This design comes from an exercise in tuning for small area, a short achievable clock period and few clock cycles per item on the open sky130 flow, not from production work.
Where RTL was checked, it was by simulation tests only, not by an equivalence proof against the original.
Only the layout flow was run in run 1; the RTL was not checked for function there.
Power is estimated from default activity; no workload was simulated.

==> flow/design.v (outline; a module is shown in full before it is edited, if it fits) <==
// module layer_top: 1637 lines
// module csa_fa: 10 lines
// module csa_ha: 9 lines
module layer_top (
   input  logic             clk,
   input  logic             reset,
   input  logic             s_valid,
   input  logic             m_ready,
   input  layer_pkg::data_t data_in,
   output logic             s_ready,
   output logic             m_valid,
   output layer_pkg::data_t data_out
);
  // ...
==> flow/run.sh <==
#!/bin/bash
# synth_recipe.tcl (not shown) runs the flow's synth.tcl, then flattens the netlist and writes it again
# the make line also repeats each setting of config.mk as NAME=value (left out here)
make -C /OpenROAD-flow-scripts/flow DESIGN_CONFIG=/design/flow/config.mk WORK_HOME=/design/flow/orfs CLKGATE_MAP_FILE= SYNTH_SCRIPT=/design/flow/synth_recipe.tcl finish
==> flow/config.mk <==
export PLATFORM = sky130hd
export DESIGN_NAME = layer_top
export DESIGN_NICKNAME = layer_top
export VERILOG_FILES = /design/flow/design.v
export SDC_FILE = /design/flow/constraint.sdc
export NUM_CORES = 4
export LEC_CHECK = 0
export CAP_MARGIN = 20
export CORE_MARGIN = 2
export CORE_UTILIZATION = 40
export SETUP_SLACK_MARGIN = 4.2
export SLEW_MARGIN = 20
export SYNTH_HIERARCHICAL = 1
export SYNTH_MINIMUM_KEEP_SIZE = 0
==> flow/constraint.sdc <==
create_clock -name core_clock -period 7.0 [get_ports {clk}]
set_input_delay 1.4000 -clock core_clock [delete_from_list [all_inputs] [get_ports {clk}]]
set_output_delay 1.4000 -clock core_clock [all_outputs]
set_load 0.01 [all_outputs]
==> flow_summary.yaml, run 1 <==
outcome:
  status: "finished clean"
floorplanning:
  floorplan.initialDensity: 0.403
  dieHeight_um: 278
  io_pins: 38
synthesis:
  synth_common_cells: "edfxtp_1, fa_1, xnor2_1, xor2_1, a222oi_1"
  synth_mux_area_frac: 0.00100
  synth.area.top_cells: "edfxtp_1, fa_1, a222oi_1"
  synth_xor_area_frac: 0.0707
  synth_ff_type: "edfxtp_1"
  synth_cell_types: 63
  ys_seq_area_frac: 0.443
  synthDominantCellAreaShare: 0.435
cts:
  htree_levels: 2
  cts_tree: "done"
route:
  vias: 20500
  viasPerCell: 6.22
  met3WireLength_um: 9850
  met1Wirelength_um: 39300
  routed-wl-met2_um: 47900
  top_layer_used: "met5"
finish:
  clock_area_frac: 0.0466
  seq_share: 0.359
  inv_count: 35
  finish.instance_area_sq_mm: 0.0370
  multi_input_area_sq_mm: 0.0177
  layout_commonest_cell: "edfxtp_1"
sta:
  clock.fmax_ghz: 0.254
  tightestPinTransition_ns: 0.953
placed_design:
  place_inst: 3001
power_and_ir_drop:
  pg_seq_mw: 3.18
  power_leader: "registers"
  p_int_mw: 5.20
  power_mw: 6.96
critical_path:
  crit_path_end_kind: "flop"
  crit_end: "r3_6_1"
  critPathSlowestCell: "fa_2"
  timing.rr.end: "r3_6_1"
  cp.depth: 11
grt:
  grt_max_degree: 79
  grt_overflow: 0
==> inputs of run 2 (changes only) <==
--- a/flow/design.v
+++ b/flow/design.v
@@ -100,17 +100,24 @@
    wire [15:0] xw1 = xb[31:16];
    wire [15:0] xw2 = xb[47:32];
    wire [15:0] xw3 = xb[63:48];
    wire [15:0] xw4 = xb[79:64];
    wire [15:0] xw5 = xb[95:80];
    wire [15:0] xw6 = xb[111:96];
    wire [15:0] xw7 = xb[127:112];
    localparam logic [1727:0] TAB = 1728'h007040c001a480330450c934d1100ec9aa55040aab481a1a00850c011e1ac42199128c2a02aa38c8a009c20a498289650465434d200100fb0928d2146532650914b200400c119306150813ea9911632e490101aa0402640014650234b3908012710115419567c85004932548020290ca046652b4262aa90284800c724c16204870428590882ccc013b220163511454516900204c901dc01a62140285c0a5445448e1015baa4821492800714ac032048015610b08358e0540840c20991100a80c3095420446511a14a224900861405535482525099260248a;
-   assign {biasp, ctl} = TAB[k * 108 +: 108];
+   logic [3:0] k1;
+   assign k1 = k + 1'b1;
+   always_ff @(posedge clk) begin
+      if (reset)
+         {biasp, ctl} <= TAB[107:0];
+      else if (issue)
+         {biasp, ctl} <= TAB[k1 * 108 +: 108];
+   end
    wire pp0_0 = (ctl[0] & ~xw0[0]);
    wire pp0_1 = (ctl[0] & ~xw0[1]);
    wire pp0_2 = (ctl[0] & ~xw0[2]);
    wire pp0_3 = (ctl[0] & ~xw0[3]);
    wire pp0_4 = (ctl[0] & ~xw0[4]);
    wire pp0_5 = (ctl[0] & ~xw0[5]) | (ctl[1] & ~xw0[0]);
    wire pp0_6 = (ctl[0] & ~xw0[6]) | (ctl[1] & ~xw0[1]) | (ctl[2] & ~xw0[0]);
    wire pp0_7 = (ctl[0] & ~xw0[7]) | (ctl[1] & ~xw0[2]) | (ctl[2] & ~xw0[1]);
==> run 2 against run 1 <==
Effect of this change:
- still clean on timing, DRC and antenna
- critical path depth fell by 5
- global-route usage fell by 2.2 points
- sequential cell count rose by 100
- largest cell class unchanged
- largest power group unchanged
- highest routed layer unchanged
==> flow_summary.yaml, run 2 <==
job:
  maxCapViolCount: 0
worst_hold_path:
  worstHoldPathType: "reg2reg"
sta:
  final.period_utilization: 0.457
  setup_tns_ns: 0
  clock.fmax_ghz: 0.312
  slew_headroom: 0.386
  post-route-min-period_ns: 3.20
  fin_worst_skew_ns: 0.0529
  drv_slew: 0
  setup_violations: 0
  rsz0062_at_grt: "true"
  finalHoldViolations: 0
  hold_ws_ns: 0.412
  tightestPinTransition_ns: 0.921
finish:
  multi_input_area_sq_mm: 0.0175
  layout_commonest_cell: "edfxtp_1"
  diodes: 0
  post-route-util: 0.473
  nets: 3091
  fillerInstances: 7171
  layout_common_cells: "edfxtp_1, fa_1, xnor2_1, nand2_1, buf_4"
  area_delta_synth_final_pct: 16.8
  layout-drive-gt1-share: 0.215
  ff_latch_area_sq_mm: 0.0154
route:
  first_pass_iters: 9
  drc: 0
  ant_nets: 0
  wl_um: 109000
  vias: 23300
  wl_per_cell_um: 28.9
  viasPerCell: 6.20
  drtIter0Drc: 3578
synthesis:
  syn_avg_cell_area_sq_um: 13.0
  synth_top_family_by_area: "adder cells"
  synth_ff_type: "edfxtp_1"
  synthDominantCellAreaShare: 0.390
  yosys.area_share.simple: 0.0496
  synth.area.top_cells: "edfxtp_1, fa_1, dfxtp_1"
  synth_cells: 2569
  synth_cell_types: 63
  yosys.area.top_type: "edfxtp_1"
  synth_fa_ha_area_frac: 0.246
  synth_area_sq_mm: 0.0334
  synth_compound_area_frac: 0.143
  synth-edff-count: 434
  yosys_warnings: 7
  ys_seq_area_frac: 0.458
  async_flop_share: 0
  synth_xor_area_frac: 0.0648
  synth_most_common_cell: "edfxtp_1"
  synth_common_cells: "edfxtp_1, fa_1, xnor2_1, clkbuf_1, nand2_1"
  ys_seq_elements: 546
  synth_mux_area_frac: 0.00165
critical_path:
  critPathMaxFanout: 3
  start_kind: "flop"
  arrival_ns: 3.55
  crit_type: "reg2reg"
  crit_path_end_kind: "flop"
  critPathRequiredTime_ns: 7.35
  r2r_setup_slack_ns: 3.80
floorplanning:
  io_pins: 38
  core_area_sq_mm: 0.0824
  core.rowCount: 105
  dieHeight_um: 293
  die_w_um: 293
  floorplan.initialDensity: 0.405
  dieArea_sq_mm: 0.0858
placed_design:
  port_buffers: 36
  dpl.hpwl_um: 76600
  gp_congestion: 0.963
cts:
  cts_num_sinks: 546
  cts_buffer_depth: 3
  root_buffer: "clkbuf_16"
  cts_buffers: 58
  holdBufCountCts: 0
  path_clk_slew_ns: 0.06
  worstSkewPairLatency_ns: 0.66
  htree_levels: 2
  cts_tree: "done"
outcome:
  status: "finished clean"
grt:
  grt_max_degree: 160
  grtUsageTotal: 0.250
  antenna_found_initial: 1
  grt_overflow: 0
  grt_pass1_vias: 24100
  grt_pass1_wl_um: 158000
power_and_ir_drop:
  peakVddDrop_v: 0.000248
  power.leakage_nw: 13.6
  p_per_area_mw_per_mm2: 197
-- run 2: cell families after synthesis --
kind of cell	Yosys count
mux	3
flops	546
compound gates	650
other cells	1
buf+inv	308
xor+xnor	246
simple gates	384
fa+ha+maj	431
-- run 2: worst max-delay path: stages, from the launching register on --
cell and delay (ns):
edfxtp_1 0.49, buf_6 0.17, a222oi_1 0.63, inv_1 0.14
fa_1 0.48, fa_2 0.56, fa_2 0.44
-- run 2: timing repair --
action,4_1_cts,5_1_grt
gates cloned,2,2
endpoints found under the setup margin,516,306
setup buffers,163,37
gates resized for setup,257,92
pin swaps,180,118
-- run 2: final cells by class --
cell class,instances,area share
sequential,546,0.395
tap,1070,0.0343
clock buffer,72,0.0388
clock inverter,36,0.0101
inverter,49,0.00651
timing repair buffer,262,0.0669
multi-input combinational,1723,0.448
-- run 2: routing by layer --
metal  GRT usage  share of wire
met3      0.0782           0.12
met2       0.387           0.45
met5           0        0.00022
met1       0.317           0.38
met4       0.126          0.053
-- run 2: final timing paths --
path	start	end	cells past startpoint
worst min-delay path	ldb[12]	xb[12]	0
worst max-delay path	xb[118]	r3_11_1	6
worst min register to register	ldb[12]	xb[12]	0
worst max register to register	xb[118]	r3_11_1	6
-- run 2: modules after synthesis, one instance, submodules excluded --
module,flops+latches,area (sq um)
csa_fa,0,20.0
csa_ha,0,12.5
layer_top,546,25600
-- run 2: through the flow --
stage	cell area, sq um	setup WS (ns)	cells	power (mW)
after floorplan	33500	1.93	2575	4.37
after global placement	34300	2.95	3445	4.60
after detailed placement	34300	2.85	3446	4.63
after CTS	38300	3.92	3719	7.74
after global routing	39000	3.77	3758	7.99
final	39000	3.80	3758	7.67
-- run 2: power breakdown --
part	internal, mW	switching, mW
combinational	0.389	0.463
sequential	3.68	0.0595
clock	1.76	1.31
Testbench counts of run 2, summed over its fixed seeds: cycles 6,240, items 384.

## static timing again, ports no longer ideal
The results above use ideal ports. As a check the final layouts listed here were re-extracted and re-timed, cells and wires unchanged.
Step 1 (the two cells are an assumption about what drives the block):
set clk [get_ports {clk}]
set_driving_cell -lib_cell sky130_fd_sc_hd__clkbuf_16 $clk
set_driving_cell -lib_cell sky130_fd_sc_hd__buf_2 [delete_from_list [all_inputs] $clk]
Step 2 adds t to the input delays and takes it off the output delays; t is the mean of the earliest and latest rising clock arrival at the registers after step 1. Input paths then give back, and output paths get back, about the clock's delay inside the block.
a / b / c = ideal ports / drivers / drivers and shift; a / b = the first two.
run	t, ns	slack for setup (ns)	cell pins on the clock port's net
run 1	0.693	3.070 / 3.070 / 3.070	1
run 2	0.699	3.798 / 3.798 / 3.589	1
After both steps every run listed still meets setup and hold. For run 2, which loses most, drivers alone change the setup slack by 0.000 ns; drivers and shift together by -0.209 ns.
